Source: an optimization exercise on an open RTL-to-GDS flow (aim: small area, a short achievable clock period and few clock cycles per item). Production flows keep margins and buffers that such runs may drop. Only simulation tests tie the RTL to the original design; equivalence was not proved. Power and IR drop assume default switching activity.

File: flow/config.mk
export PLATFORM = sky130hd
export DESIGN_NAME = smpq_top
export DESIGN_NICKNAME = smpq_top
export VERILOG_FILES = /design/flow/design.v
export SDC_FILE = /design/flow/constraint.sdc
export NUM_CORES = 4
export LEC_CHECK = 0
export CAP_MARGIN = 20
export CORE_MARGIN = 2
export CORE_UTILIZATION = 45
export PLACE_DENSITY = 0.6
export SETUP_SLACK_MARGIN = 2.5
export SLEW_MARGIN = 20
File: flow/constraint.sdc
create_clock -name core_clock -period 5.0 [get_ports {clk}]
set_input_delay 1.0000 -clock core_clock [delete_from_list [all_inputs] [get_ports {clk}]]
set_output_delay 1.0000 -clock core_clock [all_outputs]
set_load 0.01 [all_outputs]
File: flow/design.v
package smpq_pkg;
	localparam int DEF_QUEUE_DEPTH = 16;
	localparam int VALUE_W         = 32;
	localparam int OCC_W           = 5;
	localparam logic [1:0] OP_INSERT = 2'd0;
	localparam logic [1:0] OP_REMOVE = 2'd1;
	localparam logic [1:0] OP_PEEK   = 2'd2;
	localparam logic [1:0] ST_OK    = 2'd0;
	localparam logic [1:0] ST_EMPTY = 2'd1;
	localparam logic [1:0] ST_FULL  = 2'd2;
endpackage
module smpq_ctrl #(
	parameter int DEPTH = smpq_pkg::DEF_QUEUE_DEPTH
) (
	input  logic                         clk,
	input  logic                         arst_n,
	input  logic                         start,
	input  logic [1:0]                   op,
	output logic                         busy,
	output logic                         done,
	output logic [DEPTH-1:0]             occ,        
	output logic                         ins_x,      
	output logic                         rem_x,      
	output logic                         rd_x,       
	output logic [1:0]                   status,
	output logic                         is_empty,
	output logic [smpq_pkg::OCC_W-1:0]   count
);
	logic [DEPTH-1:0] occ_q;
	logic             done_c_q, done_x_q;
	logic             ins_c_q, ins_x_q;
	logic             rem_c_q, rem_x_q;
	logic             rd_c_q, rd_x_q;
	logic [1:0]       st_c_q, st_x_q;
	logic [smpq_pkg::OCC_W-1:0] cnt_x_q;
	logic [smpq_pkg::OCC_W-1:0] cnt_c;
	logic             full;
	logic             empty;
	assign full  = occ_q[DEPTH-1];
	assign empty = !occ_q[0];
	always_comb begin
		cnt_c = '0;
		for (int k = 0; k < DEPTH; k++) begin
			if (occ_q[k]) cnt_c = smpq_pkg::OCC_W'(k + 1);
		end
	end
	always_ff @(posedge clk or negedge arst_n) begin
		if (!arst_n) begin
			occ_q    <= '0;
			done_c_q <= 1'b0;
			done_x_q <= 1'b0;
			ins_c_q  <= 1'b0;
			ins_x_q  <= 1'b0;
			rem_c_q  <= 1'b0;
			rem_x_q  <= 1'b0;
			rd_c_q   <= 1'b0;
			rd_x_q   <= 1'b0;
		end else begin
			done_c_q <= start;
			ins_c_q  <= start && (op == smpq_pkg::OP_INSERT) && !full;
			rem_c_q  <= start && (op == smpq_pkg::OP_REMOVE) && !empty;
			rd_c_q   <= start && (op == smpq_pkg::OP_REMOVE || op == smpq_pkg::OP_PEEK) && !empty;
			done_x_q <= done_c_q;
			ins_x_q  <= ins_c_q;
			rem_x_q  <= rem_c_q;
			rd_x_q   <= rd_c_q;
			if (start) begin
				if (op == smpq_pkg::OP_INSERT && !full) begin
					occ_q <= {occ_q[DEPTH-2:0], 1'b1};
				end else if (op == smpq_pkg::OP_REMOVE && !empty) begin
					occ_q <= {1'b0, occ_q[DEPTH-1:1]};
				end
			end
		end
	end
	always_ff @(posedge clk) begin
		st_c_q <= smpq_pkg::ST_OK;
		if (op == smpq_pkg::OP_INSERT && full) begin
			st_c_q <= smpq_pkg::ST_FULL;
		end else if ((op == smpq_pkg::OP_REMOVE || op == smpq_pkg::OP_PEEK) && empty) begin
			st_c_q <= smpq_pkg::ST_EMPTY;
		end
		st_x_q  <= st_c_q;
		cnt_x_q <= cnt_c;
	end
	assign busy     = 1'b0;
	assign done     = done_x_q;
	assign occ      = occ_q;
	assign ins_x    = ins_x_q;
	assign rem_x    = rem_x_q;
	assign rd_x     = rd_x_q;
	assign status   = st_x_q;
	assign count    = cnt_x_q;
	assign is_empty = (cnt_x_q == '0);
endmodule
module smpq_lt #(
	parameter int W = smpq_pkg::VALUE_W
) (
	input  logic [W-1:0] a,
	input  logic [W-1:0] b,
	output logic         lt
);
	logic [W-1:0] l0, g0;
	always_comb begin
		for (int k = 0; k < W; k++) begin
			if (k == W-1) begin     
				l0[k] = a[k] & ~b[k];
				g0[k] = ~a[k] & b[k];
			end else begin
				l0[k] = ~a[k] & b[k];
				g0[k] = a[k] & ~b[k];
			end
		end
	end
	localparam int LV = $clog2(W);
	logic [W-1:0] l [LV+1];
	logic [W-1:0] g [LV+1];
	assign l[0] = l0;
	assign g[0] = g0;
	genvar n, j;
	generate
		for (n = 1; n <= LV; n++) begin : g_lv
			for (j = 0; j < (W >> n); j++) begin : g_node
				assign l[n][j] = l[n-1][2*j+1] | (~g[n-1][2*j+1] & l[n-1][2*j]);
				assign g[n][j] = g[n-1][2*j+1] | (~l[n-1][2*j+1] & g[n-1][2*j]);
			end
			if ((W >> n) < W) begin : g_pad
				assign l[n][W-1:(W >> n)] = '0;
				assign g[n][W-1:(W >> n)] = '0;
			end
		end
	endgenerate
	assign lt = l[LV][0];
endmodule
module smpq_datapath #(
	parameter int DEPTH = smpq_pkg::DEF_QUEUE_DEPTH
) (
	input  logic                                clk,
	input  logic [smpq_pkg::VALUE_W-1:0]        value,
	input  logic [DEPTH-1:0]                    occ,
	input  logic                                ins_x,
	input  logic                                rem_x,
	input  logic                                rd_x,
	output logic [smpq_pkg::VALUE_W-1:0]        head
);
	localparam int W = smpq_pkg::VALUE_W;
	logic [W-1:0]     val_c_q;
	logic [W-1:0]     val_x_q;
	logic [W-1:0]     entries_q [DEPTH];
	logic [DEPTH-1:0] lt_q;
	logic [DEPTH-1:0] c;        
	logic             cv;       
	logic [DEPTH-1:0] s_hold, s_prev, s_val, s_next;
	logic [DEPTH-1:0] lt_nxt;
	always_ff @(posedge clk) begin
		val_c_q <= value;
		val_x_q <= val_c_q;
	end
	genvar i;
	generate
		for (i = 0; i < DEPTH; i++) begin : g_cmp
			smpq_lt u_lt (.a(entries_q[i]), .b(val_c_q), .lt(c[i]));
		end
	endgenerate
	smpq_lt u_ltv (.a(val_x_q), .b(val_c_q), .lt(cv));
	generate
		for (i = 0; i < DEPTH; i++) begin : g_sel
			if (i == 0) begin : g_first
				assign s_val[i]  = ins_x & ~lt_q[i];
				assign s_prev[i] = 1'b0;
			end else begin : g_rest
				assign s_val[i]  = ins_x & ~lt_q[i] & lt_q[i-1];
				assign s_prev[i] = ins_x & ~lt_q[i] & ~lt_q[i-1];
			end
			if (i < DEPTH-1) begin : g_nl
				assign s_next[i] = rem_x;
				assign s_hold[i] = (ins_x & lt_q[i]) | (~ins_x & ~rem_x);
			end else begin : g_l
				assign s_next[i] = 1'b0;
				assign s_hold[i] = (ins_x & lt_q[i]) | ~ins_x;
			end
		end
	endgenerate
	generate
		for (i = 0; i < DEPTH; i++) begin : g_ltn
			if (i < DEPTH-1) begin : g_v
				assign lt_nxt[i] = occ[i+1] & ((s_hold[i] & c[i]) | (s_val[i] & cv) |
					(s_prev[i] & c[(i == 0) ? 0 : i-1]) | (s_next[i] & c[i+1]));
			end else begin : g_nv
				assign lt_nxt[i] = 1'b0;
			end
		end
	endgenerate
	always_ff @(posedge clk) begin
		lt_q <= lt_nxt;
	end
	generate
		for (i = 0; i < DEPTH; i++) begin : g_cell
			always_ff @(posedge clk) begin
				entries_q[i] <= ({W{s_hold[i]}} & entries_q[i]) |
				                ({W{s_val[i]}}  & val_x_q) |
				                ({W{s_prev[i]}} & entries_q[(i == 0) ? 0 : i-1]) |
				                ({W{s_next[i]}} & entries_q[(i < DEPTH-1) ? i+1 : i]);
			end
		end
	endgenerate
	assign head = rd_x ? entries_q[0] : '0;
endmodule
module sorted_min_priority_queue_core #(
	parameter int QUEUE_DEPTH = smpq_pkg::DEF_QUEUE_DEPTH
) (
	input  logic                         clk,
	input  logic                         arst_n,
	input  logic                         start,
	input  logic [1:0]                   op,
	input  logic [smpq_pkg::VALUE_W-1:0] value,
	output logic                         busy,
	output logic                         done,
	output logic [smpq_pkg::VALUE_W-1:0] head,
	output logic [1:0]                   status,
	output logic                         is_empty,
	output logic [smpq_pkg::OCC_W-1:0]   occupancy
);
	logic [QUEUE_DEPTH-1:0] occ;
	logic                   ins_x;
	logic                   rem_x;
	logic                   rd_x;
	smpq_ctrl #(
		.DEPTH (QUEUE_DEPTH)
	) u_ctrl (
		.clk      (clk),
		.arst_n   (arst_n),
		.start    (start),
		.op       (op),
		.busy     (busy),
		.done     (done),
		.occ      (occ),
		.ins_x    (ins_x),
		.rem_x    (rem_x),
		.rd_x     (rd_x),
		.status   (status),
		.is_empty (is_empty),
		.count    (occupancy)
	);
	smpq_datapath #(
		.DEPTH (QUEUE_DEPTH)
	) u_datapath (
		.clk    (clk),
		.value  (value),
		.occ    (occ),
		.ins_x  (ins_x),
		.rem_x  (rem_x),
		.rd_x   (rd_x),
		.head   (head)
	);
endmodule
module smpq_top (
	input  logic        clk,
	input  logic        arst_n,
	input  logic        start,
	input  logic [1:0]  cmd_op,
	input  logic [31:0] cmd_value,
	output logic        busy,
	output logic        done,
	output logic [31:0] rsp_head,
	output logic [1:0]  rsp_status,
	output logic        rsp_empty,
	output logic [4:0]  rsp_count
);
	sorted_min_priority_queue_core #(
		.QUEUE_DEPTH (16)
	) u_core (
		.clk       (clk),
		.arst_n    (arst_n),
		.start     (start),
		.op        (cmd_op),
		.value     (cmd_value),
		.busy      (busy),
		.done      (done),
		.head      (rsp_head),
		.status    (rsp_status),
		.is_empty  (rsp_empty),
		.occupancy (rsp_count)
	);
endmodule
File: flow/run.sh
#!/bin/bash
# synth_recipe.tcl (not shown) runs the flow's synth.tcl, then flattens the netlist and writes it again
# the make line also repeats each setting of config.mk as NAME=value (left out here)
make -C /OpenROAD-flow-scripts/flow DESIGN_CONFIG=/design/flow/config.mk WORK_HOME=/design/flow/orfs CLKGATE_MAP_FILE= SYNTH_SCRIPT=/design/flow/synth_recipe.tcl finish
==> results.yml, run 1 <==
synth:
  synthesized_cell_area_um2: 35300
  syn-mean-instance-area_um2: 8.44
  synth_nets: 4218
  synth_area_leaders: "sky130_fd_sc_hd__dfxtp_1 (34%), sky130_fd_sc_hd__a221o_1 (11%), sky130_fd_sc_hd__a22o_1 (7.8%)"
  synth_edf_count: 0
  asyncSetResetFlopFracSynth: 0.0385
  ys_seq_elements: 624
  synth_largest_area_cell: "sky130_fd_sc_hd__dfxtp_1"
  synth.lib_cells_used.distinct: 74
  yosys.area.top_type_share: 0.340
  ys_warn_count: 7
  synthesis.instances: 4179
  synth.yosys.seq_area_share: 0.357
  dominantRegCellSynth: "sky130_fd_sc_hd__dfxtp_1"
place:
  hpwl_um: 105000
  dpl_cell_area_um2: 37000
  place.gp.congestion: 0.972
  port-buffer-count: 77
cts:
  numClockSinks: 624
  ctsLongestPathBuffers: 3
  h-tree-depth: 3
  clock_tree.root_cell: "sky130_fd_sc_hd__clkbuf_16"
  cts.reportedPaths.clkPinSlew_ns: 0.06
  tritoncts.num_buffers: 74
  cts_tree: "built"
  clkLatencyLatePin_ns: 0.65
global_routing:
  grt_max_degree: 192
  first_global_vias: 34900
  grt_antenna_before_repair: 5
  grtUsageTotal: 0.401
  globalRoute.totalOverflow: 0
  wire_length_of_the_first_global_routing_pass_um: 244000
pwr:
  power.static_leakage_nw: 15.6
  switching_share: 0.422
  power.density_nw_per_um2: 582
  clock_group_share_of_total_power: 0.229
  power_switching_mw: 10.5
  comb_power_share: 0.359
  internal_power_mw: 14.4
  worst_ir_drop_vdd_v: 0.000311
  power.share.sequential: 0.412
route:
  route.antenna.remaining_nets: 0
  first_pass_iters: 8
  detailroute.via_count: 38600
  detail_route.wl_per_cell_um: 32.0
  post_detailed_route_drc_marker_count: 0
  detailedRoute.firstIterationViolations: 6365
  drt-total-wl_um: 170000
  vias_per_cell: 7.24
timing:
  setup_tns_ns: 0
  maxSlewViolCount: 0
  clock.fmax_mhz: 334
  setup_repair_after_global_routing_missed_its_margin: "true"
  worst_pin_slew_ns: 1.40
  fin_crit_ns: 3.00
  fin_worst_skew_ns: 0.0294
  min_period_over_period: 0.600
  finalSetupViolCount: 0
  final_number_of_hold_violating_endpoints: 0
  slew_headroom: 0.0649
floorplanning:
  start_util: 0.455
  rows: 102
  floorplan.die.width_um: 284
  core_um2: 77600
  die_h_um: 284
  pin_count: 79
  fp.dieArea_um2: 80700
worst_setup_path:
  slowest_delay_ns: 0.41
  critPathSlowestCell: "sky130_fd_sc_hd__a221oi_4"
  path_buf_inv: 4
  timing.critical_path.fanout_max: 8
  worst_ep_required_time_ns: 5.55
  timing.critical_path.to_type: "flop"
  worst-setup-path-type: "flop to flop"
  worst-r2r-setup-slack_ns: 2.00
  crit_chain: "buf_8 > clkinvlp_4 > buf_6 > o21ai_2 > o2111ai_2 > a221oi_4 > o211ai_1 > nand3_1 > a21oi_2 > buf_4 > o21a_4 > or3_1 > a21oi_1"
  crit_family: "compound AO/OA/AOI/OAI gates"
  critPathLaunchType: "flop"
  arrival_ns: 3.55
finish:
  area_growth_pct: 21.2
  summed_area_of_non_filler_cells_in_the_final_layout_um2: 42700
  fill_count: 7182
  final_common_cell: "sky130_fd_sc_hd__dfxtp_1"
  mostFrequentLayoutCells: "sky130_fd_sc_hd__dfxtp_1 (556), sky130_fd_sc_hd__a221o_1 (387), sky130_fd_sc_hd__nand2_1 (329), sky130_fd_sc_hd__o21ai_0 (322), sky130_fd_sc_hd__a22o_1 (316)"
  nets: 4265
  footprint_of_the_flip_flops_and_latches_um2: 12700
  multiInputGateArea_um2: 22000
  drive_gt1_frac: 0.186
  postLayoutCoreUtil: 0.551
worst_hold_path:
  hold_path_class: "flop to flop"
flow_run:
  drv_cap: 0
outcome:
  run_status: "finished clean"
==> cells by family after synthesis <==
group                      count (synthesis)  synth area share
buffers and inverters                    576            0.0617
other                                      1          0.000106
AOI/OAI and AO/OA                       1931             0.406
DFF                                      624             0.357
adders and majority gates                192            0.0548
and+or+nand+nor                          785             0.100
muxes                                     70            0.0199
==> flip-flops by register name, summed over array words and instances (netlist names), 2 cells and up <==
| register | cells |
|---|---|
| u_core.u_datapath.entries_q | 512 |
| u_core.u_datapath.val_c_q | 32 |
| u_core.u_datapath.val_x_q | 32 |
| u_core.u_ctrl.occ_q | 16 |
| u_core.u_datapath.lt_q | 15 |
| u_core.u_ctrl.cnt_x_q | 5 |
| u_core.u_ctrl.st_c_q | 2 |
| u_core.u_ctrl.st_x_q | 2 |
==> metrics by stage <==
stage / hold slack (ns) / total power [mW] / instances / worst slack (ns)
after floorplan: 0.310 / 14.4 / 4179 / 2.50
after global placement: 0.314 / 17.7 / 5014 / 0.933
after detailed placement: 0.312 / 17.7 / 5014 / 0.942
after CTS: 0.333 / 24.0 / 5282 / 2.03
after global routing: 0.337 / 25.7 / 5323 / 1.98
final: 0.332 / 24.9 / 5325 / 2.00
==> repair_timing <==
action                     CTS  global route
pin swaps                  106            66
hold buffers                 0             0
setup endpoints to repair  491           138
cloned                      22             3
buffers inserted           113            37
gates resized for setup    495           172
==> power by group through the flow <==
| stage | clock network [mW] | registers, mW | logic [mW] |
|---|---|---|---|
| floorplan | 0 | 8.81 | 5.54 |
| global placement | 0 | 10.1 | 7.58 |
| detailed placement | 0 | 10.1 | 7.65 |
| CTS | 5.70 | 9.98 | 8.34 |
| global route | 5.90 | 10.4 | 9.41 |
| finish | 5.70 | 10.2 | 8.93 |
==> final timing paths <==
| kind | cells past startpoint | from | to |
|---|---|---|---|
| max | 13 | u_core.u_datapath.val_c_q[17] | u_core.u_datapath.lt_q[0] |
| min | 0 | u_core.u_ctrl.st_c_q[0] | u_core.u_ctrl.st_x_q[0] |
| max reg2reg | 13 | u_core.u_datapath.val_c_q[17] | u_core.u_datapath.lt_q[0] |
| min reg2reg | 0 | u_core.u_ctrl.st_c_q[0] | u_core.u_ctrl.st_x_q[0] |
| max in group asynchronous | 2 | arst_n | u_core.u_ctrl.ins_x_q |
| min in group asynchronous | 2 | arst_n | u_core.u_ctrl.occ_q[15] |
==> per-layer routing <==
layer	vias up	track usage	wire length, µm
met5	-	0	52
met4	8	0.249	11900
met3	619	0.107	21800
met2	2942	0.582	71000
met1	18700	0.528	65500
li1	16300	-	-
==> synth_stat cells, drive strengths merged, types with 19 or more instances <==
cell type / instances
mux2i: 70
a221o: 387
dfxtp: 600
clkbuf: 364
nand2: 346
buf: 37
a21oi: 301
a31oi: 46
inv: 169
o22ai: 62
a21o: 19
a211oi: 22
a22oi: 165
and2: 40
a22o: 316
o211ai: 47
nor2b: 54
nor2: 196
nand2b: 77
o21a: 24
maj3: 190
o21ai: 362
dfrtp: 24
o221ai: 41
nor3: 22
==> area by class of cell <==
cell class / instances / share of cell area
repair buffers: 352 / 0.0796
inverters: 175 / 0.0177
clock buffers: 106 / 0.0506
repair inverters: 12 / 0.00170
well taps: 1040 / 0.0304
clock inverters: 27 / 0.00773
diodes: 2 / 0.000117
multi-input cells: 2987 / 0.514
flip-flops and latches: 624 / 0.298
Testbench counts, summed over its fixed seeds: cycles 8,016, items 8,000.
==> run 2, diff against run 1 <==
--- a/flow/config.mk
+++ b/flow/config.mk
@@ -9,5 +9,4 @@
 export CORE_MARGIN = 2
 export CORE_UTILIZATION = 45
 export PLACE_DENSITY = 0.6
-export SETUP_SLACK_MARGIN = 2.5
 export SLEW_MARGIN = 20
==> results.yml, run 2 <==
outcome:
  run_status: "finished clean"
worst_hold_path:
  worstHoldEndpoint: "u_core.u_ctrl.st_x_q[1]"
  hold_path_class: "flop to flop"
  hold-path-cell-count: 0
  min_from: "u_core.u_ctrl.st_c_q[1]"
cts:
  clock_tree.root_cell: "sky130_fd_sc_hd__clkbuf_16"
  ctsHoldBuffers: 0
  numClockSinks: 624
  cts_tree: "built"
  number_of_post_cts_setup_repair_buffers: 0
  cts.reportedPaths.clkPinSlew_ns: 0.06
  clkLatencyLatePin_ns: 0.64
  h-tree-depth: 3
  tritoncts.num_buffers: 74
  ctsLongestPathBuffers: 3
  post_cts_resize_count: 0
global_routing:
  grt_max_degree: 172
  first_global_vias: 33100
  grt_antenna_before_repair: 5
  wire_length_of_the_first_global_routing_pass_um: 233000
  grtUsageTotal: 0.385
  globalRoute.totalOverflow: 0
pwr:
  power.static_leakage_nw: 14.4
  power_switching_mw: 9.89
  worst_ir_drop_vdd_v: 0.000279
  internal_power_mw: 14.1
  power.share.sequential: 0.424
  comb_power_share: 0.335
  clock_group_share_of_total_power: 0.241
  power.density_nw_per_um2: 604
  switching_share: 0.413
timing:
  whs_ns: 0.326
  fin_worst_skew_ns: 0.0230
  setup_tns_ns: 0
  worst_pin_slew_ns: 1.26
  min_period_over_period: 0.868
  fin_crit_ns: 4.34
  clock.fmax_mhz: 230
  postLayoutSetupSlackWorst_ns: 0.660
  maxSlewViolCount: 0
  finalSetupViolCount: 0
  slew_headroom: 0.163
  final_number_of_hold_violating_endpoints: 0
  setup_repair_after_global_routing_missed_its_margin: "false"
finish:
  largest_register_ffs: 512
  area_growth_pct: 12.4
  mostFrequentLayoutCells: "sky130_fd_sc_hd__dfxtp_1 (598), sky130_fd_sc_hd__a221o_1 (387), sky130_fd_sc_hd__o21ai_0 (356), sky130_fd_sc_hd__nand2_1 (344), sky130_fd_sc_hd__a22o_1 (316)"
  drive_gt1_frac: 0.0759
  reg_top3: "u_core.u_datapath.entries_q (512), u_core.u_datapath.val_c_q (32), u_core.u_datapath.val_x_q (32)"
  postLayoutCoreUtil: 0.511
  summed_area_of_non_filler_cells_in_the_final_layout_um2: 39700
  final_common_cell: "sky130_fd_sc_hd__dfxtp_1"
  nets: 4091
  top_register: "u_core.u_datapath.entries_q"
worst_setup_path:
  worst-setup-path-type: "flop to flop"
  timing.critical_path.to_type: "flop"
  slowest_delay_ns: 1.07
  path_buf_inv: 1
  ff2ff_path_depth: 10
  path_common_cell: "sky130_fd_sc_hd__a21boi_0"
  crit_chain: "inv_1 > a21oi_1 > nor2_1 > o21ai_0 > a21boi_0 > nor4_1 > a21o_1 > a21boi_0 > nand2b_1 > a31oi_1"
  critPathSlowestCell: "sky130_fd_sc_hd__nor4_1"
  timing.critical_path.fanout_max: 26
  regToRegStartpoint: "u_core.u_datapath.val_c_q[13]"
  crit_family: "compound AO/OA/AOI/OAI gates"
  critPathLaunchType: "flop"
  worstReg2RegEnd: "u_core.u_datapath.lt_q[5]"
  arrival_ns: 4.90
  worst-r2r-setup-slack_ns: 0.66
  worst_ep_required_time_ns: 5.56
route:
  post_detailed_route_drc_marker_count: 0
  detailroute.via_count: 37100
  first_pass_iters: 7
  detail_route.wl_per_cell_um: 31.4
  drt-total-wl_um: 162000
  route.antenna.remaining_nets: 0
  detailedRoute.firstIterationViolations: 6034
  vias_per_cell: 7.20
synth:
  dominantRegCellSynth: "sky130_fd_sc_hd__dfxtp_1"
  most_used_standard_cell_by_instance_count_after_synthesis: "sky130_fd_sc_hd__dfxtp_1"
  yosys.area.top_type_share: 0.340
  ys_warn_count: 7
  synthesis.instances: 4179
  synth_area_leaders: "sky130_fd_sc_hd__dfxtp_1 (34%), sky130_fd_sc_hd__a221o_1 (11%), sky130_fd_sc_hd__a22o_1 (7.8%)"
  synth.lib_cells_used.distinct: 74
  synthesized_cell_area_um2: 35300
  syn-mean-instance-area_um2: 8.44
  synth_largest_area_cell: "sky130_fd_sc_hd__dfxtp_1"
  asyncSetResetFlopFracSynth: 0.0385
  commonest_cells_in_the_synthesized_netlist: "sky130_fd_sc_hd__dfxtp_1 (600), sky130_fd_sc_hd__a221o_1 (387), sky130_fd_sc_hd__clkbuf_1 (364)"
  synth.yosys.seq_area_share: 0.357
  ys_seq_elements: 624
  synth_edf_count: 0
  synth_nets: 4218
floorplanning:
  rows: 102
  floorplan.die.width_um: 284
  core_um2: 77600
  start_util: 0.455
  die_h_um: 284
  pin_count: 79
  fp.dieArea_um2: 80700
place:
  dpl_worst_slack_ns: 0.914
  dpl_cell_area_um2: 37100
  place.gp.congestion: 1.00
  hpwl_um: 106000
  port-buffer-count: 77
flow_run:
  drv_cap: 0
-- run 2: cell counts after synthesis --
No cell type changed its count.
-- run 2: per-layer routing --
metal  GRT usage  vias up  wire length, µm
met1       0.529    18000            65400
met3      0.0936      529            19700
met4       0.226        6            11000
li1            -    15900                -
met2       0.544     2668            65800
met5           0        -               34
-- run 2: cell type report --
cell class / instances / area [µm²]
flip-flops and latches: 624 / 12600
clock buffers: 114 / 2270
clock inverters: 20 / 282
repair buffers: 198 / 1720
diodes: 3 / 7.51
fillers: 7450 / 37900
inverters: 175 / 657
well taps: 1040 / 1300
multi-input cells: 2979 / 20800
-- run 2: cell families (layout without fill, tap and decap cells) --
family / Yosys count / after routing / synth area share
buffers and inverters: 576 / 507 / 0.0617
flip-flops: 624 / 624 / 0.357
other: 1 / 4 / 0.000106
multiplexers: 70 / 70 / 0.0199
AND/OR/NAND/NOR: 785 / 785 / 0.100
AO/OA/AOI/OAI: 1931 / 1931 / 0.406
adder cells (fa/ha/maj): 192 / 192 / 0.0548
-- run 2: worst register-to-register path, stage by stage, from the launching register on --
cell and delay, ns:
sky130_fd_sc_hd__dfxtp_1 0.69, sky130_fd_sc_hd__inv_1 0.55, sky130_fd_sc_hd__a21oi_1 0.27, sky130_fd_sc_hd__nor2_1 0.07
sky130_fd_sc_hd__o21ai_0 0.51, sky130_fd_sc_hd__a21boi_0 0.34, sky130_fd_sc_hd__nor4_1 1.07, sky130_fd_sc_hd__a21o_1 0.26
sky130_fd_sc_hd__a21boi_0 0.15, sky130_fd_sc_hd__nand2b_1 0.19, sky130_fd_sc_hd__a31oi_1 0.17
-- run 2: how the worst max path moves through the flow --
| stage | start | end | slack, ns | depth (start not counted) |
|---|---|---|---|---|
| floorplan | u_core.u_datapath.val_c_q[0] | u_core.u_datapath.lt_q[9] | 2.37 | 10 |
| global placement | u_core.u_datapath.val_c_q[13] | u_core.u_datapath.lt_q[3] | 0.55 | 10 |
| detailed placement | u_core.u_datapath.val_c_q[17] | u_core.u_datapath.lt_q[11] | 0.91 | 10 |
| CTS | u_core.u_datapath.val_c_q[17] | u_core.u_datapath.lt_q[11] | 0.89 | 10 |
| global route | u_core.u_datapath.val_c_q[17] | u_core.u_datapath.lt_q[11] | 0.44 | 10 |
| finish | u_core.u_datapath.val_c_q[13] | u_core.u_datapath.lt_q[5] | 0.66 | 10 |
-- run 2: power by group through the flow --
| stage | Sequential, mW | Combinational [mW] | Clock, mW |
|---|---|---|---|
| finish | 10.2 | 8.02 | 5.78 |
| global route | 10.4 | 8.52 | 6.00 |
| CTS | 9.95 | 7.74 | 5.81 |
| detailed placement | 10.0 | 7.71 | 0 |
| global placement | 10.0 | 7.63 | 0 |
| floorplan | 8.81 | 5.54 | 0 |
-- run 2: metrics by stage --
stage                     instances  total power, mW
after floorplan                4179             14.3
after global routing           5151             24.9
after CTS                      5150             23.5
final                          5153             24.0
after detailed placement       5016             17.7
after global placement         5016             17.7
==> run 3, diff against run 2 <==
--- a/flow/design.v
+++ b/flow/design.v
@@ -100,37 +100,18 @@
 	input  logic [W-1:0] b,
 	output logic         lt
 );
-	logic [W-1:0] l0, g0;
-	always_comb begin
-		for (int k = 0; k < W; k++) begin
-			if (k == W-1) begin     
-				l0[k] = a[k] & ~b[k];
-				g0[k] = ~a[k] & b[k];
-			end else begin
-				l0[k] = ~a[k] & b[k];
-				g0[k] = a[k] & ~b[k];
-			end
-		end
-	end
-	localparam int LV = $clog2(W);
-	logic [W-1:0] l [LV+1];
-	logic [W-1:0] g [LV+1];
-	assign l[0] = l0;
-	assign g[0] = g0;
-	genvar n, j;
-	generate
-		for (n = 1; n <= LV; n++) begin : g_lv
-			for (j = 0; j < (W >> n); j++) begin : g_node
-				assign l[n][j] = l[n-1][2*j+1] | (~g[n-1][2*j+1] & l[n-1][2*j]);
-				assign g[n][j] = g[n-1][2*j+1] | (~l[n-1][2*j+1] & g[n-1][2*j]);
-			end
-			if ((W >> n) < W) begin : g_pad
-				assign l[n][W-1:(W >> n)] = '0;
-				assign g[n][W-1:(W >> n)] = '0;
-			end
-		end
-	endgenerate
-	assign lt = l[LV][0];
+	logic [W-1:0] aa, bb;
+	logic [W:0]   bw;
+	assign aa = {~a[W-1], a[W-2:0]};
+	assign bb = {~b[W-1], b[W-2:0]};
+	assign bw[0] = 1'b0;
+	genvar k;
+	generate
+		for (k = 0; k < W; k++) begin : g_bit
+			assign bw[k+1] = (~aa[k] & bb[k]) | (~aa[k] & bw[k]) | (bb[k] & bw[k]);
+		end
+	endgenerate
+	assign lt = bw[W];
 endmodule
 module smpq_datapath #(
 	parameter int DEPTH = smpq_pkg::DEF_QUEUE_DEPTH
--- a/flow/config.mk
+++ b/flow/config.mk
@@ -9,4 +9,5 @@
 export CORE_MARGIN = 2
 export CORE_UTILIZATION = 45
 export PLACE_DENSITY = 0.6
+export SETUP_SLACK_MARGIN = 2.5
 export SLEW_MARGIN = 20
==> results.yml, run 3 <==
flow_run:
  drv_cap: 0
cts:
  numClockSinks: 624
  cts_tree: "built"
  h-tree-depth: 3
  clock_tree.root_cell: "sky130_fd_sc_hd__clkbuf_16"
  tritoncts.num_buffers: 74
  cts.reportedPaths.clkPinSlew_ns: 0.06
  clkLatencyLatePin_ns: 0.63
  ctsLongestPathBuffers: 3
timing:
  final_number_of_hold_violating_endpoints: 0
  postLayoutSetupSlackWorst_ns: 2.00
  setup_repair_after_global_routing_missed_its_margin: "true"
  finalSetupViolCount: 0
  maxSlewViolCount: 0
  min_period_over_period: 0.601
  clock.fmax_mhz: 333
  setup_tns_ns: 0
  fin_crit_ns: 3.00
  fin_worst_skew_ns: 0.0396
  worst_pin_slew_ns: 1.04
  slew_headroom: 0.305
finish:
  largest_register_ffs: 512
  mostFrequentLayoutCells: "sky130_fd_sc_hd__dfxtp_1 (566), sky130_fd_sc_hd__a221o_1 (424), sky130_fd_sc_hd__a22o_1 (353), sky130_fd_sc_hd__nand2_1 (245), sky130_fd_sc_hd__a21oi_1 (200)"
  area_growth_pct: 16.7
  top_register: "u_core.u_datapath.entries_q"
  nets: 3825
  drive_gt1_frac: 0.144
  postLayoutCoreUtil: 0.528
  fill_count: 6883
  number_of_diodes_added_for_antenna_fixing: 0
  final_common_cell: "sky130_fd_sc_hd__dfxtp_1"
  reg_top3: "u_core.u_datapath.entries_q (512), u_core.u_datapath.val_c_q (32), u_core.u_datapath.val_x_q (32)"
  summed_area_of_non_filler_cells_in_the_final_layout_um2: 39100
route:
  drt-total-wl_um: 127000
  detailroute.via_count: 33400
  detail_route.wl_per_cell_um: 26.4
  vias_per_cell: 6.93
  route.antenna.remaining_nets: 0
  detailedRoute.firstIterationViolations: 4436
  first_pass_iters: 11
  post_detailed_route_drc_marker_count: 0
synth:
  synth_area_leaders: "sky130_fd_sc_hd__dfxtp_1 (36%), sky130_fd_sc_hd__a221o_1 (13%), sky130_fd_sc_hd__a22o_1 (9.2%)"
  synth_edf_count: 0
  commonest_cells_in_the_synthesized_netlist: "sky130_fd_sc_hd__dfxtp_1 (600), sky130_fd_sc_hd__a221o_1 (424), sky130_fd_sc_hd__a22o_1 (353)"
  dominantRegCellSynth: "sky130_fd_sc_hd__dfxtp_1"
  synth_largest_area_cell: "sky130_fd_sc_hd__dfxtp_1"
  synth.lib_cells_used.distinct: 85
  asyncSetResetFlopFracSynth: 0.0385
  synthesis.instances: 3800
  synthesized_cell_area_um2: 33500
  most_used_standard_cell_by_instance_count_after_synthesis: "sky130_fd_sc_hd__dfxtp_1"
  ys_seq_elements: 624
  synth.yosys.seq_area_share: 0.376
  ys_warn_count: 4
  syn-mean-instance-area_um2: 8.82
  synth_nets: 3839
  yosys.area.top_type_share: 0.359
worst_setup_path:
  worst_ep_required_time_ns: 5.52
  crit_chain: "buf_6 > nor2b_4 > or4_4 > buf_4 > nor4_1 > a2111oi_4 > o21ai_1 > o21ai_2 > o21ai_4 > buf_12 > o221ai_2 > o41a_1"
  arrival_ns: 3.52
  timing.critical_path.to_type: "flop"
  slowest_delay_ns: 0.71
  timing.critical_path.fanout_max: 4
  critPathLaunchType: "flop"
  worst-setup-path-type: "flop to flop"
  critPathSlowestCell: "sky130_fd_sc_hd__nor4_1"
place:
  dpl_cell_area_um2: 35100
  dpl_worst_slack_ns: 1.43
  hpwl_um: 88100
  port-buffer-count: 77
  place.gp.congestion: 0.951
floorplanning:
  die_h_um: 277
  core_um2: 74100
  pin_count: 79
  fp.dieArea_um2: 76600
  rows: 100
  start_util: 0.452
  floorplan.die.width_um: 277
global_routing:
  wire_length_of_the_first_global_routing_pass_um: 192000
  grt_max_degree: 155
  grtUsageTotal: 0.316
  grt_antenna_before_repair: 3
  first_global_vias: 30500
  globalRoute.totalOverflow: 0
pwr:
  power.static_leakage_nw: 14.4
  power.density_nw_per_um2: 590
  worst_ir_drop_vdd_v: 0.000361
  post-layout-total-power_mw: 23.1
outcome:
  run_status: "finished clean"
worst_hold_path:
  hold_path_class: "flop to flop"
run 3: per-layer routing:
metal,vias to the layer above,routed length (µm),track usage
li1,15000,-,-
met1,16200,55700,0.468
met2,1829,53500,0.459
met3,252,13100,0.0517
met4,2,4530,0.112
met5,-,3,0
run 3: worst paths after layout:
check,startpoint,endpoint,slack (ns),cells after the start
worst max-delay path,u_core.u_datapath.val_c_q[16],u_core.u_datapath.lt_q[1],2.00,12
worst min-delay path,u_core.u_ctrl.st_c_q[1],u_core.u_ctrl.st_x_q[1],0.32,0
worst max register to register,u_core.u_datapath.val_c_q[16],u_core.u_datapath.lt_q[1],2.00,12
worst min register to register,u_core.u_ctrl.st_c_q[1],u_core.u_ctrl.st_x_q[1],0.32,0
max in group asynchronous,arst_n,u_core.u_ctrl.rd_x_q,3.97,2
min in group asynchronous,arst_n,u_core.u_ctrl.occ_q[4],0.76,2
run 3: what timing repair did:
item | in CTS | in global routing
setup endpoints to repair | 492 | 438
gates resized for setup | 218 | 169
gates cloned | 9 | 3
buffers inserted | 46 | 17
hold buffers | 0 | 0
pin swaps | 10 | 13
run 3: report_power, final:
group / switching (mW) / internal (mW)
sequential: 3.16 / 7.04
clock: 2.24 / 3.43
combinational: 3.53 / 3.66
total: 8.93 / 14.1
run 3: critical path: cells and delay by family (launching register included):
family / cells / cell delay [ns]
buf+inv: 3 / 0.43
simple gates: 3 / 1.32
flops: 1 / 0.33
compound gates: 6 / 0.82
run 3: kinds of logic after synthesis:
| group | synth area share |
|---|---|
| AO/OA/AOI/OAI | 0.412 |
| adder cells (fa/ha/maj) | 0.0223 |
| buffers and inverters | 0.0589 |
| flip-flops | 0.376 |
| multiplexers | 0.0209 |
| other | 0.000112 |
| AND/OR/NAND/NOR | 0.110 |
run 3: per-stage QoR:
step,hold WS [ns],std cells
after floorplan,0.310,3800
after global placement,0.312,4604
after detailed placement,0.319,4604
after CTS,0.316,4792
after global routing,0.328,4812
final,0.316,4812
run 3: final cells by class:
class / count / area, µm² / share of cell area
Multi-Input combinational cell: 2659 / 19400 / 0.496
Inverter: 150 / 663 / 0.0170
Timing Repair Buffer: 270 / 2540 / 0.0651
Clock buffer: 114 / 2310 / 0.0590
Timing Repair inverter: 7 / 45.0 / 0.00115
Clock inverter: 19 / 240 / 0.00614
Sequential cell: 624 / 12700 / 0.325
Tap cell: 969 / 1210 / 0.0310
Testbench counts of run 3, summed over its fixed seeds: cycles 8,016, items 8,000.
==> run 4, diff against run 3 <==
--- a/flow/config.mk
+++ b/flow/config.mk
@@ -9,5 +9,5 @@
 export CORE_MARGIN = 2
 export CORE_UTILIZATION = 45
 export PLACE_DENSITY = 0.6
-export SETUP_SLACK_MARGIN = 2.5
+export SETUP_SLACK_MARGIN = 3.5
 export SLEW_MARGIN = 20
==> results.yml, run 4 <==
timing:
  maxSlewViolCount: 0
  postLayoutSetupSlackWorst_ns: 1.49
  slew_headroom: 0.295
  worst_pin_slew_ns: 1.06
  fin_worst_skew_ns: 0.0224
  finalSetupViolCount: 0
  fin_crit_ns: 3.51
  setup_tns_ns: 0
  whs_ns: 0.330
  clock.fmax_mhz: 285
  final_number_of_hold_violating_endpoints: 0
  min_period_over_period: 0.702
  setup_repair_after_global_routing_missed_its_margin: "true"
pwr:
  clock_group_share_of_total_power: 0.218
  internal_power_mw: 15.6
  comb_power_share: 0.379
  power.density_nw_per_um2: 553
  power_switching_mw: 10.9
  worst_ir_drop_vdd_v: 0.000409
  switching_share: 0.411
  post-layout-total-power_mw: 26.6
  power.static_leakage_nw: 18.1
  power.share.sequential: 0.404
global_routing:
  wire_length_of_the_first_global_routing_pass_um: 250000
  grtUsageTotal: 0.433
  grt_max_degree: 105
  first_global_vias: 36400
  globalRoute.totalOverflow: 0
  grt_antenna_before_repair: 11
finish:
  top_register: "u_core.u_datapath.entries_q"
  postLayoutCoreUtil: 0.648
  area_growth_pct: 43.4
  mostFrequentLayoutCells: "sky130_fd_sc_hd__dfxtp_1 (562), sky130_fd_sc_hd__a221o_1 (424), sky130_fd_sc_hd__a22o_1 (353), sky130_fd_sc_hd__buf_4 (190), sky130_fd_sc_hd__nand2_1 (185)"
  drive_gt1_frac: 0.291
  summed_area_of_non_filler_cells_in_the_final_layout_um2: 48000
  nets: 4192
  reg_top3: "u_core.u_datapath.entries_q (512), u_core.u_datapath.val_c_q (32), u_core.u_datapath.val_x_q (32)"
  final_common_cell: "sky130_fd_sc_hd__dfxtp_1"
  instances_no_fill: 5185
  largest_register_ffs: 512
route:
  detailedRoute.firstIterationViolations: 6648
  vias_per_cell: 7.56
  post_detailed_route_drc_marker_count: 0
  detailroute.via_count: 39200
  drt-total-wl_um: 178000
  route.antenna.remaining_nets: 0
  first_pass_iters: 8
  detail_route.wl_per_cell_um: 34.2
cts:
  tritoncts.num_buffers: 74
  numClockSinks: 624
  cts_tree: "built"
  cts.reportedPaths.clkPinSlew_ns: 0.06
  clock_tree.root_cell: "sky130_fd_sc_hd__clkbuf_16"
  h-tree-depth: 3
  ctsLongestPathBuffers: 3
  clkLatencyLatePin_ns: 0.65
  ctsHoldBuffers: 0
synth:
  synth_largest_area_cell: "sky130_fd_sc_hd__dfxtp_1"
  synth.yosys.seq_area_share: 0.376
  synth_nets: 3839
  synth_edf_count: 0
  syn-mean-instance-area_um2: 8.82
  synth_area_leaders: "sky130_fd_sc_hd__dfxtp_1 (36%), sky130_fd_sc_hd__a221o_1 (13%), sky130_fd_sc_hd__a22o_1 (9.2%)"
  synth_mux_area_frac: 0.0209
  dominantRegCellSynth: "sky130_fd_sc_hd__dfxtp_1"
  yosys.area_share.adder: 0.0223
  asyncSetResetFlopFracSynth: 0.0385
  synth-compound-area-share: 0.412
  synth_top_family_by_area: "compound AO/OA/AOI/OAI gates"
  ys_seq_elements: 624
  ys_warn_count: 4
  yosys.area.top_type_share: 0.359
  commonest_cells_in_the_synthesized_netlist: "sky130_fd_sc_hd__dfxtp_1 (600), sky130_fd_sc_hd__a221o_1 (424), sky130_fd_sc_hd__a22o_1 (353)"
  synthesis.instances: 3800
  post_synth_xor_area_fraction: 0
  synthesized_cell_area_um2: 33500
  synth.lib_cells_used.distinct: 85
  simple_gate_share_of_the_synthesized_area: 0.110
  most_used_standard_cell_by_instance_count_after_synthesis: "sky130_fd_sc_hd__dfxtp_1"
floorplanning:
  die_h_um: 277
  fp.dieArea_um2: 76600
  start_util: 0.452
  rows: 100
  floorplan.die.width_um: 277
  core_um2: 74100
  pin_count: 79
worst_setup_path:
  timing.critical_path.to_type: "flop"
  critPathLaunchType: "flop"
  timing.critical_path.fanout_max: 18
  ff2ff_path_depth: 8
  worst-setup-path-type: "flop to flop"
  worst_ep_required_time_ns: 5.52
  arrival_ns: 4.03
place:
  place.gp.congestion: 0.997
  dpl_cell_area_um2: 35300
  hpwl_um: 90600
  port-buffer-count: 77
  dp_cells: 4586
  dpl_worst_slack_ns: 1.27
worst_hold_path:
  hold_path_class: "flop to flop"
  hold-path-cell-count: 0
flow_run:
  drv_cap: 0
outcome:
  run_status: "finished clean"
-- run 4: cell counts after synthesis --
No cell type changed its count.
-- run 4: path summary, 6_finish.rpt --
path | end | slack, ns | startpoint
setup / recovery | u_core.u_datapath.lt_q[1] | 1.49 | u_core.u_datapath.val_x_q[21]
min in group asynchronous | u_core.u_ctrl.occ_q[11] | 0.47 | arst_n
hold / removal | u_core.u_ctrl.st_x_q[1] | 0.33 | u_core.u_ctrl.st_c_q[1]
max in group asynchronous | u_core.u_ctrl.rem_x_q | 4.06 | arst_n
hold reg to reg | u_core.u_ctrl.st_x_q[1] | 0.33 | u_core.u_ctrl.st_c_q[1]
setup reg to reg | u_core.u_datapath.lt_q[1] | 1.49 | u_core.u_datapath.val_x_q[21]
-- run 4: worst max-delay path, stage by stage, from the launching register on --
cell and delay, ns:
sky130_fd_sc_hd__dfxtp_1 1.01, sky130_fd_sc_hd__o22ai_1 0.25, sky130_fd_sc_hd__a221o_1 0.39, sky130_fd_sc_hd__o21ai_2 0.68
sky130_fd_sc_hd__nand2_2 0.21, sky130_fd_sc_hd__o21ai_4 0.25, sky130_fd_sc_hd__buf_12 0.15, sky130_fd_sc_hd__o221ai_2 0.10
sky130_fd_sc_hd__o41a_1 0.32
-- run 4: routing by layer --
metal	wire length [µm]	track usage	vias to the layer above
met4	18400	0.364	6
met2	73800	0.630	3417
met5	40	0.00688	-
li1	-	-	15800
met1	63300	0.532	18900
met3	22000	0.116	1005
-- run 4: power by group through the flow --
stage               registers (mW)  clock network, mW  logic [mW]
floorplan                     8.96                  0        5.45
global placement              10.2                  0        6.66
detailed placement            10.2                  0        6.80
CTS                           10.2               5.73        8.92
global route                  10.9               5.96        10.5
finish                        10.7               5.78        10.1
-- run 4: final cells by class --
class | count | area [µm²]
fill | 5644 | 26000
clock buffer | 113 | 2240
inverter | 150 | 722
multi-input combinational | 2693 | 22000
timing repair buffer | 605 | 8840
clock inverter | 19 | 282
tap | 969 | 1210
antenna | 7 | 17.5
sequential | 624 | 12700
timing repair inverter | 5 | 37.5
-- run 4: repair_timing --
action,4_1_cts,5_1_grt
setup endpoints to repair,615,585
pin swaps,253,249
resized for setup,950,336
endpoints found under the hold margin,0,0
setup buffers,255,69
cloned,131,5
-- run 4: cells by family after synthesis --
group	count (synthesis)
simple gates	765
buf+inv	518
other cells	1
mux	70
compound gates	1748
fa+ha+maj	74
flops	624
==> run 5, diff against run 4 <==
--- a/flow/design.v
+++ b/flow/design.v
@@ -33,6 +33,7 @@
 	logic             rd_c_q, rd_x_q;
 	logic [1:0]       st_c_q, st_x_q;
 	logic [smpq_pkg::OCC_W-1:0] cnt_x_q;
+	logic             empty_x_q;
 	logic [smpq_pkg::OCC_W-1:0] cnt_c;
 	logic             full;
 	logic             empty;
@@ -82,6 +83,7 @@
 		end
 		st_x_q  <= st_c_q;
 		cnt_x_q <= cnt_c;
+		empty_x_q <= empty;
 	end
 	assign busy     = 1'b0;
 	assign done     = done_x_q;
@@ -91,7 +93,7 @@
 	assign rd_x     = rd_x_q;
 	assign status   = st_x_q;
 	assign count    = cnt_x_q;
-	assign is_empty = (cnt_x_q == '0);
+	assign is_empty = empty_x_q;
 endmodule
 module smpq_lt #(
 	parameter int W = smpq_pkg::VALUE_W
@@ -117,6 +119,7 @@
 	parameter int DEPTH = smpq_pkg::DEF_QUEUE_DEPTH
 ) (
 	input  logic                                clk,
+	input  logic                                arst_n,
 	input  logic [smpq_pkg::VALUE_W-1:0]        value,
 	input  logic [DEPTH-1:0]                    occ,
 	input  logic                                ins_x,
@@ -128,11 +131,17 @@
 	logic [W-1:0]     val_c_q;
 	logic [W-1:0]     val_x_q;
 	logic [W-1:0]     entries_q [DEPTH];
-	logic [DEPTH-1:0] lt_q;
-	logic [DEPTH-1:0] c;        
-	logic             cv;       
+	logic [DEPTH-1:0] cmp_q;      
+	logic             cv_q;       
+	logic [DEPTH-1:0] vld_q;      
+	logic [DEPTH-1:0] lt_q;       
+	logic             ins_p_q;    
+	logic             rem_p_q;    
+	logic [DEPTH-1:0] c;
+	logic             cv;
+	logic [DEPTH-1:0] lt;
+	logic [DEPTH-1:0] p_hold, p_prev, p_val, p_next;
 	logic [DEPTH-1:0] s_hold, s_prev, s_val, s_next;
-	logic [DEPTH-1:0] lt_nxt;
 	always_ff @(posedge clk) begin
 		val_c_q <= value;
 		val_x_q <= val_c_q;
@@ -144,37 +153,46 @@
 		end
 	endgenerate
 	smpq_lt u_ltv (.a(val_x_q), .b(val_c_q), .lt(cv));
-	generate
-		for (i = 0; i < DEPTH; i++) begin : g_sel
-			if (i == 0) begin : g_first
-				assign s_val[i]  = ins_x & ~lt_q[i];
-				assign s_prev[i] = 1'b0;
-			end else begin : g_rest
-				assign s_val[i]  = ins_x & ~lt_q[i] & lt_q[i-1];
-				assign s_prev[i] = ins_x & ~lt_q[i] & ~lt_q[i-1];
+	always_ff @(posedge clk) begin
+		cmp_q <= c;
+		cv_q  <= cv;
+		vld_q <= {1'b0, occ[DEPTH-1:1]};
+	end
+	always_ff @(posedge clk or negedge arst_n) begin
+		if (!arst_n) begin
+			ins_p_q <= 1'b0;
+			rem_p_q <= 1'b0;
+		end else begin
+			ins_p_q <= ins_x;
+			rem_p_q <= rem_x;
+		end
+	end
+	always_ff @(posedge clk) begin
+		lt_q <= lt;
+	end
+	function automatic logic [4*DEPTH-1:0] moves(input logic ins, input logic rem,
+			input logic [DEPTH-1:0] l);
+		logic [DEPTH-1:0] h, p, v, n;
+		for (int k = 0; k < DEPTH; k++) begin
+			v[k] = ins & ~l[k] & ((k == 0) ? 1'b1 : l[(k == 0) ? 0 : k-1]);
+			p[k] = ins & ~l[k] & ((k == 0) ? 1'b0 : ~l[(k == 0) ? 0 : k-1]);
+			n[k] = (k < DEPTH-1) ? rem : 1'b0;
+			h[k] = (ins & l[k]) | (~ins & ((k < DEPTH-1) ? ~rem : 1'b1));
+		end
+		moves = {h, p, v, n};
+	endfunction
+	assign {p_hold, p_prev, p_val, p_next} = moves(ins_p_q, rem_p_q, lt_q);
+	generate
+		for (i = 0; i < DEPTH; i++) begin : g_lt
+			if (i < DEPTH-1) begin : g_v
+				assign lt[i] = vld_q[i] & ((p_hold[i] & cmp_q[i]) | (p_val[i] & cv_q) |
+					(p_prev[i] & cmp_q[(i == 0) ? 0 : i-1]) | (p_next[i] & cmp_q[i+1]));
+			end else begin : g_nv
+				assign lt[i] = 1'b0;
 			end
-			if (i < DEPTH-1) begin : g_nl
-				assign s_next[i] = rem_x;
-				assign s_hold[i] = (ins_x & lt_q[i]) | (~ins_x & ~rem_x);
-			end else begin : g_l
-				assign s_next[i] = 1'b0;
-				assign s_hold[i] = (ins_x & lt_q[i]) | ~ins_x;
-			end
-		end
-	endgenerate
-	generate
-		for (i = 0; i < DEPTH; i++) begin : g_ltn
-			if (i < DEPTH-1) begin : g_v
-				assign lt_nxt[i] = occ[i+1] & ((s_hold[i] & c[i]) | (s_val[i] & cv) |
-					(s_prev[i] & c[(i == 0) ? 0 : i-1]) | (s_next[i] & c[i+1]));
-			end else begin : g_nv
-				assign lt_nxt[i] = 1'b0;
-			end
-		end
-	endgenerate
-	always_ff @(posedge clk) begin
-		lt_q <= lt_nxt;
-	end
+		end
+	endgenerate
+	assign {s_hold, s_prev, s_val, s_next} = moves(ins_x, rem_x, lt);
 	generate
 		for (i = 0; i < DEPTH; i++) begin : g_cell
 			always_ff @(posedge clk) begin
@@ -227,6 +245,7 @@
 		.DEPTH (QUEUE_DEPTH)
 	) u_datapath (
 		.clk    (clk),
+		.arst_n (arst_n),
 		.value  (value),
 		.occ    (occ),
 		.ins_x  (ins_x),
--- a/flow/config.mk
+++ b/flow/config.mk
@@ -9,5 +9,5 @@
 export CORE_MARGIN = 2
 export CORE_UTILIZATION = 45
 export PLACE_DENSITY = 0.6
-export SETUP_SLACK_MARGIN = 3.5
+export SETUP_SLACK_MARGIN = 2.5
 export SLEW_MARGIN = 20
==> results.yml, run 5 <==
global_routing:
  grt_max_degree: 195
  grt_antenna_before_repair: 10
  grtUsageTotal: 0.379
  first_global_vias: 32200
  globalRoute.totalOverflow: 0
  wire_length_of_the_first_global_routing_pass_um: 224000
place:
  dpl_cell_area_um2: 35800
  dpl_worst_slack_ns: 1.24
  hpwl_um: 101000
  dp_cells: 4795
  port-buffer-count: 77
  place.gp.congestion: 1.02
synth:
  commonest_cells_in_the_synthesized_netlist: "sky130_fd_sc_hd__nand2_1 (673), sky130_fd_sc_hd__dfxtp_1 (633), sky130_fd_sc_hd__clkbuf_1 (329)"
  synthesized_cell_area_um2: 34200
  simple_gate_share_of_the_synthesized_area: 0.149
  ys_warn_count: 4
  syn-mean-instance-area_um2: 8.50
  synth-compound-area-share: 0.359
  synthesis.instances: 4018
  yosys.area.top_type_share: 0.371
  synth_edf_count: 0
  synth_nets: 4057
  asyncSetResetFlopFracSynth: 0.0395
  synth_area_leaders: "sky130_fd_sc_hd__dfxtp_1 (37%), sky130_fd_sc_hd__a222oi_1 (7.5%), sky130_fd_sc_hd__nand2_1 (7.4%)"
  post_synth_xor_area_fraction: 0
  synth.yosys.seq_area_share: 0.390
  most_used_standard_cell_by_instance_count_after_synthesis: "sky130_fd_sc_hd__nand2_1"
  dominantRegCellSynth: "sky130_fd_sc_hd__dfxtp_1"
  synth_top_family_by_area: "compound AO/OA/AOI/OAI gates"
  ys_seq_elements: 659
  yosys.area_share.adder: 0.0160
  synth_largest_area_cell: "sky130_fd_sc_hd__dfxtp_1"
  synth.lib_cells_used.distinct: 68
  synth_mux_area_frac: 0.0146
worst_setup_path:
  worst_ep_required_time_ns: 4.00
  timing.critical_path.fanout_max: 6
  timing.critical_path.to_type: "primary output"
  arrival_ns: 1.70
  worst-setup-path-type: "flop to primary output"
  critPathLaunchType: "flop"
floorplanning:
  pin_count: 79
  rows: 101
  fp.dieArea_um2: 78200
  start_util: 0.452
  floorplan.die.width_um: 280
  die_h_um: 280
  core_um2: 75600
route:
  detail_route.wl_per_cell_um: 31.0
  route.antenna.remaining_nets: 0
  first_pass_iters: 11
  detailroute.via_count: 35600
  drt-total-wl_um: 155000
  post_detailed_route_drc_marker_count: 0
  detailedRoute.firstIterationViolations: 7429
  vias_per_cell: 7.13
cts:
  numClockSinks: 659
  clock_tree.root_cell: "sky130_fd_sc_hd__clkbuf_16"
  cts.reportedPaths.clkPinSlew_ns: 0.06
  ctsHoldBuffers: 0
  h-tree-depth: 3
  tritoncts.num_buffers: 78
  clkLatencyLatePin_ns: 0.65
  cts_tree: "built"
  ctsLongestPathBuffers: 3
timing:
  setup_tns_ns: 0
  worst_pin_slew_ns: 1.10
  fin_worst_skew_ns: 0.0248
  setup_repair_after_global_routing_missed_its_margin: "true"
  postLayoutSetupSlackWorst_ns: 2.30
  finalSetupViolCount: 0
  min_period_over_period: 0.540
  clock.fmax_mhz: 371
  fin_crit_ns: 2.70
  final_number_of_hold_violating_endpoints: 0
  slew_headroom: 0.266
  maxSlewViolCount: 0
pwr:
  worst_ir_drop_vdd_v: 0.000279
  power.density_nw_per_um2: 556
  power.static_leakage_nw: 15.3
finish:
  largest_register_ffs: 512
  instances_no_fill: 4996
  drive_gt1_frac: 0.128
  final_common_cell: "sky130_fd_sc_hd__nand2_1"
  summed_area_of_non_filler_cells_in_the_final_layout_um2: 39700
  top_register: "u_core.u_datapath.entries_q"
  area_growth_pct: 16.2
  nets: 3993
  mostFrequentLayoutCells: "sky130_fd_sc_hd__nand2_1 (671), sky130_fd_sc_hd__dfxtp_1 (610), sky130_fd_sc_hd__a222oi_1 (256), sky130_fd_sc_hd__inv_1 (188), sky130_fd_sc_hd__a221o_1 (183)"
  reg_top3: "u_core.u_datapath.entries_q (512), u_core.u_datapath.val_c_q (32), u_core.u_datapath.val_x_q (32)"
worst_hold_path:
  hold_path_class: "flop to flop"
outcome:
  run_status: "finished clean"
flow_run:
  drv_cap: 0
==> run 5: final timing paths <==
kind | from | to | slack, ns | cells after the start
setup / recovery | u_core.u_ctrl.rd_x_q | rsp_head[11] | 2.30 | 4
setup reg to reg | u_core.u_datapath.val_c_q[16] | u_core.u_datapath.cv_q | 2.48 | 6
min in group asynchronous | arst_n | u_core.u_ctrl.occ_q[0] | 0.74 | 2
max in group asynchronous | arst_n | u_core.u_datapath.ins_p_q | 3.96 | 2
hold reg to reg | u_core.u_ctrl.st_c_q[1] | u_core.u_ctrl.st_x_q[1] | 0.33 | 0
hold / removal | u_core.u_ctrl.st_c_q[1] | u_core.u_ctrl.st_x_q[1] | 0.33 | 0
==> run 5: kinds of logic after synthesis <==
family / count (synthesis)
multiplexers: 49
buffers and inverters: 620
flip-flops: 659
other: 1
AND/OR/NAND/NOR: 1112
AO/OA/AOI/OAI: 1523
adder cells (fa/ha/maj): 54
==> run 5: layout make-up <==
| type | count | area [µm²] |
|---|---|---|
| clock buffer | 117 | 2280 |
| sequential | 659 | 13400 |
| fill | 7136 | 35900 |
| inverter | 210 | 842 |
| tap | 978 | 1220 |
| timing repair buffer | 260 | 2450 |
| antenna | 2 | 5.00 |
| timing repair inverter | 1 | 8.76 |
| clock inverter | 25 | 294 |
| multi-input combinational | 2744 | 19200 |
==> run 5: worst max-delay path, stage by stage (launching register included) <==
cell and delay [ns]:
sky130_fd_sc_hd__dfrtp_2 0.45, sky130_fd_sc_hd__buf_12 0.16, sky130_fd_sc_hd__buf_16 0.15, sky130_fd_sc_hd__and2_4 0.16, sky130_fd_sc_hd__buf_6 0.11
==> run 5: power by group <==
group	internal (mW)	switching [mW]
Sequential	6.93	2.69
Clock	3.37	2.47
Combinational	3.04	3.55
Total	13.3	8.71
==> run 5: layer usage <==
metal | up-vias | wire, µm | GRT usage
met5 | - | 103 | 0
met1 | 17200 | 63500 | 0.542
met3 | 397 | 20500 | 0.0942
met2 | 2612 | 61700 | 0.515
met4 | 10 | 9280 | 0.210
li1 | 15400 | - | -
==> run 5: through the flow <==
| stage | hold slack, ns | utilization | power (mW) |
|---|---|---|---|
| floorplan | 0.310 | - | 12.7 |
| global placement | 0.312 | 0.473 | 15.5 |
| detailed placement | 0.317 | 0.473 | 15.5 |
| CTS | 0.332 | 0.518 | 21.5 |
| global route | 0.334 | 0.525 | 22.9 |
| finish | 0.327 | 0.525 | 22.1 |
==> run 5: timing repair <==
action | CTS | global route
resized for setup | 308 | 88
cloned | 8 | 3
setup buffers | 29 | 17
setup endpoints to repair | 581 | 385
pin swaps | 16 | 8
Testbench counts of run 5, summed over its fixed seeds: cycles 8,016, items 8,000.

## what the ideal ports hide
In the flow no input, the clock included, has a driving cell. The finished layouts below were timed again as built, in two steps.
Step 1 (the two cells are an assumption about what drives the block):
set clk [get_ports {clk}]
set_driving_cell -lib_cell sky130_fd_sc_hd__clkbuf_16 $clk
set_driving_cell -lib_cell sky130_fd_sc_hd__buf_2 [delete_from_list [all_inputs] $clk]
Step 2 moves the port delays by t, midway between the first and last clock arrival at a register: inputs arrive t later, outputs are due t later. That takes back most of the time a late clock gives input paths.
Three values: ideal ports, drivers, drivers and shift; two values: the first two.
run	t (ns)	setup WS [ns]	worst data-port slew with drivers (ns)	pins driven straight from the clock port
run 1	0.708	2.001 / 2.001 / 1.993	0.06	1
run 2	0.699	0.660 / 0.660 / 0.660	0.05	1
run 3	0.682	1.997 / 1.997 / 1.997	0.03	1
run 4	0.710	1.489 / 1.489 / 1.489	0.05	1
run 5	0.704	2.302 / 2.233 / 2.112	0.06	1
After both steps setup and hold are still met in every run listed. For run 5, which loses most, drivers alone change the setup slack by -0.069 ns; drivers and shift together by -0.190 ns.
